From an optimization exercise on the open Yosys and OpenROAD flow, aimed at small area; shortcuts taken in it are not production practice. RTL that was checked went through simulation tests only; none was proved equivalent to the original. No activity file was given, so power comes from the tool's default toggle rates. The clock port is modelled as an ideal driver; clocking choices that lean on that would not hold on a real chip.

==> flow/design.v <==
package imem_loader_pkg;
   localparam logic [31:0] NOP_INSTR = 32'h0000_0013;   
   localparam int unsigned HDR_BYTES = 2;
endpackage
module imem_array (
   input  logic        clk,
   input  logic [2:0]  c3,          
   input  logic [4:0]  c5,          
   input  logic [3:0]  t,           
   input  logic [1:0]  u,           
   input  logic        q15,         
   input  logic        q16,         
   input  logic [3:0]  lane_got,    
   input  logic [15:0] p_we,        
   input  logic [7:0]  wbyte,
   input  logic [5:0]  ridx,        
   input  logic [3:0]  latest,      
   input  logic        rd_en,       
   input  logic        rd_en_n,     
   output logic [31:0] rdata   
);
   logic [7:0]   p    [16];
   logic [119:0] ring [16];
   logic         t_lo, t_hi;
   assign t_lo = (t == 4'd0);
   assign t_hi = (t == 4'd14);
   logic [2:0]  m3, p3;
   logic [4:0]  m5, p5;
   logic [14:0] posq;
   logic [3:0]  cls;
   always_comb begin
      m3 = '0;
      m5 = '0;
      for (int v = 0; v < 16; v++) begin
         if (ridx[5:2] == 4'(v)) begin
            m3[v % 3] = 1'b1;
            m5[v % 5] = 1'b1;
         end
      end
      for (int i = 0; i < 3; i++) begin
         p3[i] = 1'b0;
         for (int k = 0; k < 3; k++) p3[i] = p3[i] | (m3[k] & c3[(i - k + 3) % 3]);
      end
      for (int i = 0; i < 5; i++) begin
         p5[i] = 1'b0;
         for (int k = 0; k < 5; k++) p5[i] = p5[i] | (m5[k] & c5[(i - k + 5) % 5]);
      end
      for (int q = 0; q < 15; q++)
         posq[q] = p3[q % 3] & p5[q % 5];
      for (int k = 0; k < 4; k++) begin
         cls[k]    = (ridx[1:0] == 2'(k));
      end
   end
   genvar j, r;
   generate
      for (j = 0; j < 4; j++) begin : g_lane
         logic [63:0] sn;
         imem_rd_sel u_sel (.cls_ring(cls & ~latest), .cls_p(cls & latest), .posq(posq), .sn(sn));
         for (r = 0; r < 4; r++) begin : g_cls
            localparam int K = j * 4 + r;
            logic older;   
            logic wr;
            assign older = lane_got[j] ? (u < 2'(r)) : (u <= 2'(r));   
            assign wr    = (older ? t_lo : t_hi) & ~(q16 | (q15 & ~older));
            logic [7:0] ring_in;   
            for (genvar b = 0; b < 8; b++) begin : g_wr
               imem_a22o u_wr (.a1(wr), .a2(p[K][b]), .b1(~wr), .b2(ring[K][112 + b]), .y(ring_in[b]));
            end
            always_ff @(posedge clk) begin
               if (p_we[K]) p[K] <= wbyte;
               ring[K] <= {ring[K][111:0], ring_in};
            end
         end
         for (genvar b = 0; b < 8; b++) begin : g_bit
            logic [63:0] d;
            for (genvar k = 0; k < 64; k++) begin : g_d
               if (k % 16 == 15) assign d[k] = p[j*4 + k/16][b];
               else              assign d[k] = ring[j*4 + k/16][8*(k%16) + b];
            end
            if ((8*j + b) == 0 || (8*j + b) == 1 || (8*j + b) == 4) begin : g_one
               imem_rd_bit #(.EN(1'b0)) u_rd (.sn(sn), .d(d), .en(rd_en), .y(rdata[8*j + b]));
            end else begin : g_zero
               imem_rd_bit #(.EN(1'b1)) u_rd (.sn(sn), .d(d), .en(rd_en_n), .y(rdata[8*j + b]));
            end
         end
      end
   endgenerate
endmodule
module imem_rd_bit #(
   parameter bit EN = 1'b0
) (
   input  logic [63:0] sn,
   input  logic [63:0] d,
   input  logic        en,
   output logic        y
);
   logic [31:0] l1;   
   logic [7:0]  l2;   
   logic [1:0]  l3;   
   for (genvar k = 0; k < 32; k++) begin : g_l1
      imem_o22ai u (.a1(sn[2*k]), .a2(d[2*k]), .b1(sn[2*k+1]), .b2(d[2*k+1]), .y(l1[k]));
   end
   for (genvar k = 0; k < 8; k++) begin : g_l2
      imem_nor4 u (.a(l1[4*k]), .b(l1[4*k+1]), .c(l1[4*k+2]), .d(l1[4*k+3]), .y(l2[k]));
   end
   for (genvar k = 0; k < 2; k++) begin : g_l3
      imem_nand4 u (.a(l2[4*k]), .b(l2[4*k+1]), .c(l2[4*k+2]), .d(l2[4*k+3]), .y(l3[k]));
   end
   if (EN) begin : g_en
      imem_nor3 u (.a(l3[0]), .b(l3[1]), .c(en), .y(y));
   end else begin : g_one
      imem_o21ai u (.a1(l3[0]), .a2(l3[1]), .b1(en), .y(y));
   end
endmodule
module imem_rd_sel (
   input  logic [3:0]  cls_ring,   
   input  logic [3:0]  cls_p,      
   input  logic [14:0] posq,
   output logic [63:0] sn
);
   for (genvar k = 0; k < 64; k++) begin : g_sn
      if (k % 16 == 15) begin : g_p
         assign sn[k] = ~cls_p[k / 16];
      end else begin : g_ring
         imem_nand2 u (.a(cls_ring[k / 16]), .b(posq[k % 16]), .y(sn[k]));
      end
   end
endmodule
module imem_nand2 (input logic a, b, output logic y);
   assign y = ~(a & b);
endmodule
module imem_a22o (input logic a1, a2, b1, b2, output logic y);
   assign y = (a1 & a2) | (b1 & b2);
endmodule
module imem_o22ai (input logic a1, a2, b1, b2, output logic y);
   assign y = ~((a1 | a2) & (b1 | b2));
endmodule
module imem_nor4 (input logic a, b, c, d, output logic y);
   assign y = ~(a | b | c | d);
endmodule
module imem_nand4 (input logic a, b, c, d, output logic y);
   assign y = ~(a & b & c & d);
endmodule
module imem_nor3 (input logic a, b, c, output logic y);
   assign y = ~(a | b | c);
endmodule
module imem_o21ai (input logic a1, a2, b1, output logic y);
   assign y = ~((a1 | a2) & b1);
endmodule
module imem_loader #(
   parameter int DEPTH = 64,
   parameter int AW    = $clog2(DEPTH)
) (
   input  logic          clk,
   input  logic          reset,
   input  logic [7:0]    rx_data,
   input  logic          rx_valid,
   output logic          rx_ready,
   input  logic [31:0]   PC,
   output logic [31:0]   Instr,
   output logic          cpu_reset,
   output logic          load_done,
   output logic          load_err,
   output logic [AW:0]   words_loaded
);
   logic        hi, dat, done, err;
   logic [7:0]  lo;
   logic [6:0]  widx;
   logic [1:0]  bsel;
   logic [2:0]  c3;
   logic [4:0]  c5;
   logic [3:0]  t;
   logic        xfer, wcomp, inc_q;
   logic [15:0] hdr;
   logic [15:0] p_we;
   logic [3:0]  lane_got;
   logic [5:0]  ridx;
   logic        in_range;
   logic        lat_hi, lat_lo;
   logic [3:0]  latest;
   logic [31:0] rdata;
   logic        unused_pc;
   assign rx_ready  = ~(done | err);
   assign cpu_reset = ~done;
   assign load_done = done;
   assign load_err  = err;
   assign words_loaded = widx;
   assign xfer  = rx_valid & rx_ready;
   assign hdr   = {rx_data, lo};
   assign wcomp = xfer & dat & (bsel == 2'd3);
   assign inc_q = wcomp & (widx[1:0] == 2'd3);
   always_comb begin
      for (int k = 0; k < 16; k++)
         p_we[k] = xfer & dat & (bsel == 2'(k / 4)) & (widx[1:0] == 2'(k % 4));
      for (int k = 0; k < 4; k++)
         lane_got[k] = (bsel > 2'(k));
   end
   always_ff @(posedge clk or posedge reset) begin
      if (reset) begin
         hi   <= 1'b0;
         dat  <= 1'b0;
         done <= 1'b0;
         err  <= 1'b0;
         widx <= '0;
         bsel <= '0;
         c3   <= 3'b001;
         c5   <= 5'b00001;
         t    <= '0;
      end else begin
         c3 <= {c3[1:0], c3[2]};
         c5 <= {c5[3:0], c5[4]};
         if (inc_q) t <= (t >= 4'd13) ? t - 4'd13 : t + 4'd2;
         else       t <= (t == 4'd14) ? 4'd0 : t + 4'd1;
         if (xfer) begin
            if (!hi && !dat) begin
               if (!done && !err) hi <= 1'b1;
            end else if (hi) begin
               hi <= 1'b0;
               if (hdr == 16'd0)          done <= 1'b1;
               else if (hdr > 16'(DEPTH)) err  <= 1'b1;
               else                       dat  <= 1'b1;
            end else begin
               bsel <= bsel + 2'd1;
               if (bsel == 2'd3) begin
                  widx <= widx + 7'd1;
                  if (widx + 7'd1 == lo[6:0]) begin
                     dat  <= 1'b0;
                     done <= 1'b1;
                  end
               end
            end
         end
      end
   end
   always_ff @(posedge clk) begin
      if (xfer && !hi && !dat && !done && !err) lo <= rx_data;
   end
   assign ridx     = PC[AW+1:2];
   assign in_range = (PC[31:AW+2] == '0) && ({1'b0, ridx} < widx);
   assign lat_hi = (ridx[5:2] == widx[5:2]);
   assign lat_lo = (ridx[5:2] == widx[5:2] - 4'd1);
   always_comb begin
      for (int k = 0; k < 4; k++)
         latest[k] = (2'(k) < widx[1:0]) ? lat_hi : lat_lo;
   end
   imem_array u_array (
      .clk      (clk),
      .c3       (c3),
      .c5       (c5),
      .t        (t),
      .u        (widx[1:0]),
      .q15      (widx[6:2] == 5'd15),
      .q16      (widx[6]),
      .lane_got (lane_got),
      .p_we     (p_we),
      .wbyte    (rx_data),
      .ridx     (ridx),
      .latest   (latest),
      .rd_en    (done & in_range),
      .rd_en_n  (~(done & in_range)),
      .rdata    (rdata)
   );
   assign Instr     = rdata;   
   assign unused_pc = &{1'b0, PC[1:0]};
endmodule
==> flow/config.mk <==
export PLATFORM = sky130hd
export DESIGN_NAME = imem_loader
export DESIGN_NICKNAME = imem_loader
export VERILOG_FILES = /design/flow/design.v
export SDC_FILE = /design/flow/constraint.sdc
export NUM_CORES = 4
export LEC_CHECK = 0
export CAP_MARGIN = 20
export CORE_MARGIN = 2
export CORE_UTILIZATION = 80
export SETUP_SLACK_MARGIN = 0.3
export SLEW_MARGIN = 20
export SYNTH_HIERARCHICAL = 1
export SYNTH_MINIMUM_KEEP_SIZE = 0
==> flow/constraint.sdc <==
create_clock -name core_clock -period 8.0 [get_ports {clk}]
set_input_delay 1.6000 -clock core_clock [delete_from_list [all_inputs] [get_ports {clk}]]
set_output_delay 1.6000 -clock core_clock [all_outputs]
set_load 0.01 [all_outputs]
standard.sh (not shown) runs the stock make flow with config.mk's settings and CLKGATE_MAP_FILE= SYNTH_SCRIPT=/design/flow/synth_recipe.tcl, a recipe that flattens the netlist after the stock synthesis.
==> flow/flow/run.sh <==
#!/bin/bash
# Own layout flow: the standard ORFS flow (standard.sh) with a few options
# changed through make variables and step hooks. Each tool's full log stays under
# orfs/logs/; make's own output goes to standard.log here.
#  - downsize_nor.tcl (after synthesis): read-tree NOR gates start at drive 1.
#  - BUFFER_PORTS_ARGS + post_gpl.tcl: small port buffers (buf_2 in, buf_1 out).
#  - CTS_ARGS: clkbuf_16 only, larger sink clusters, no dummy loads.
set -uo pipefail
cd "$(dirname "$0")/.."
F=$(pwd)/flow
bash standard.sh \
  POST_SYNTH_TCL=$F/downsize_nor.tcl \
  BUFFER_PORTS_ARGS="-buffer_cell sky130_fd_sc_hd__buf_2" \
  POST_GLOBAL_PLACE_TCL=$F/post_gpl.tcl \
  CTS_ARGS="-sink_clustering_enable -repair_clock_nets -dont_use_dummy_load -sink_clustering_size 30 -sink_clustering_max_diameter 100 -buf_list sky130_fd_sc_hd__clkbuf_16" \
  finish > standard.log 2>&1
==> flow/flow/downsize_nor.tcl <==
# Synthesis gives the read tree's 4- and 3-input NORs double drive strength;
# start them at the smallest size and let the repair steps size up where needed.
set ndown 0
foreach inst [[ord::get_db_block] getInsts] {
  set m [[$inst getMaster] getName]
  if {[regexp {^(sky130_fd_sc_hd__nor[34])_2$} $m -> base]} {
    replace_cell [$inst getName] ${base}_1
    incr ndown
  }
}
puts "downsize_nor.tcl: $ndown cells downsized"
==> flow/flow/post_gpl.tcl <==
# Port buffers are buf_2 (BUFFER_PORTS_ARGS); the output ones, which drive only
# the port, are switched to buf_1 here. Later repair steps size up if needed.
set n 0
foreach inst [[ord::get_db_block] getInsts] {
  if {[string match output* [$inst getName]] &&
      [[$inst getMaster] getName] eq "sky130_fd_sc_hd__buf_2"} {
    replace_cell [$inst getName] sky130_fd_sc_hd__buf_1
    incr n
  }
}
puts "post_gpl.tcl: $n output buffers set to buf_1"
Next try:
--- a/flow/design.v
+++ b/flow/design.v
@@ -64,12 +64,16 @@
             assign wr    = (older ? t_lo : t_hi) & ~(q16 | (q15 & ~older));
             logic [7:0] ring_in;   
             for (genvar b = 0; b < 8; b++) begin : g_wr
                imem_a22o u_wr (.a1(wr), .a2(p[K][b]), .b1(~wr), .b2(ring[K][112 + b]), .y(ring_in[b]));
             end
+            logic [7:0] p_in;      
+            for (genvar b = 0; b < 8; b++) begin : g_pw
+               imem_a22o u_pw (.a1(p_we[K]), .a2(wbyte[b]), .b1(~p_we[K]), .b2(p[K][b]), .y(p_in[b]));
+            end
             always_ff @(posedge clk) begin
-               if (p_we[K]) p[K] <= wbyte;
+               p[K]    <= p_in;
                ring[K] <= {ring[K][111:0], ring_in};
             end
          end
          for (genvar b = 0; b < 8; b++) begin : g_bit
             logic [63:0] d;
Effect:
- total power went down by about 1.8%
- core utilization went up by 0.34 points
- wire length went up by 2.6%
- global-route usage went up by 0.85 points
- via count went up by about 5%
No functional check of the RTL was part of the second run of this note.

-- static timing again, ports no longer ideal --
The flow's constraints put no driver on any port. The routed layouts listed below were extracted and timed again, unchanged, in two steps.
Step 1: set_driving_cell puts a clkbuf_16 on clk and a buf_2 on each other input, an assumption about the parent block.
Step 2 times the ports against the registers' clock, not the clock port: input delays grow and output delays shrink by t, the midpoint of the rising clock arrivals with the driver on.
a / b / c = ideal / step 1 / step 2; a / b = the first two.
run | t (ns) | setup slack, ns | worst setup path at the end | worst register clock-pin slew, ns | worst data-port slew with drivers (ns)
the first run | 0.718 | 0.313 / 0.204 / 0.204 | input to output | 0.12 / 0.12 | 0.12
the second run | 0.715 | 0.331 / 0.310 / 0.310 | input to output | 0.11 / 0.11 | 0.08
After both steps setup and hold are still met in every run listed. The setup slack of the first run, which loses most, moves by -0.109 ns with the drivers and by -0.109 ns with both steps.
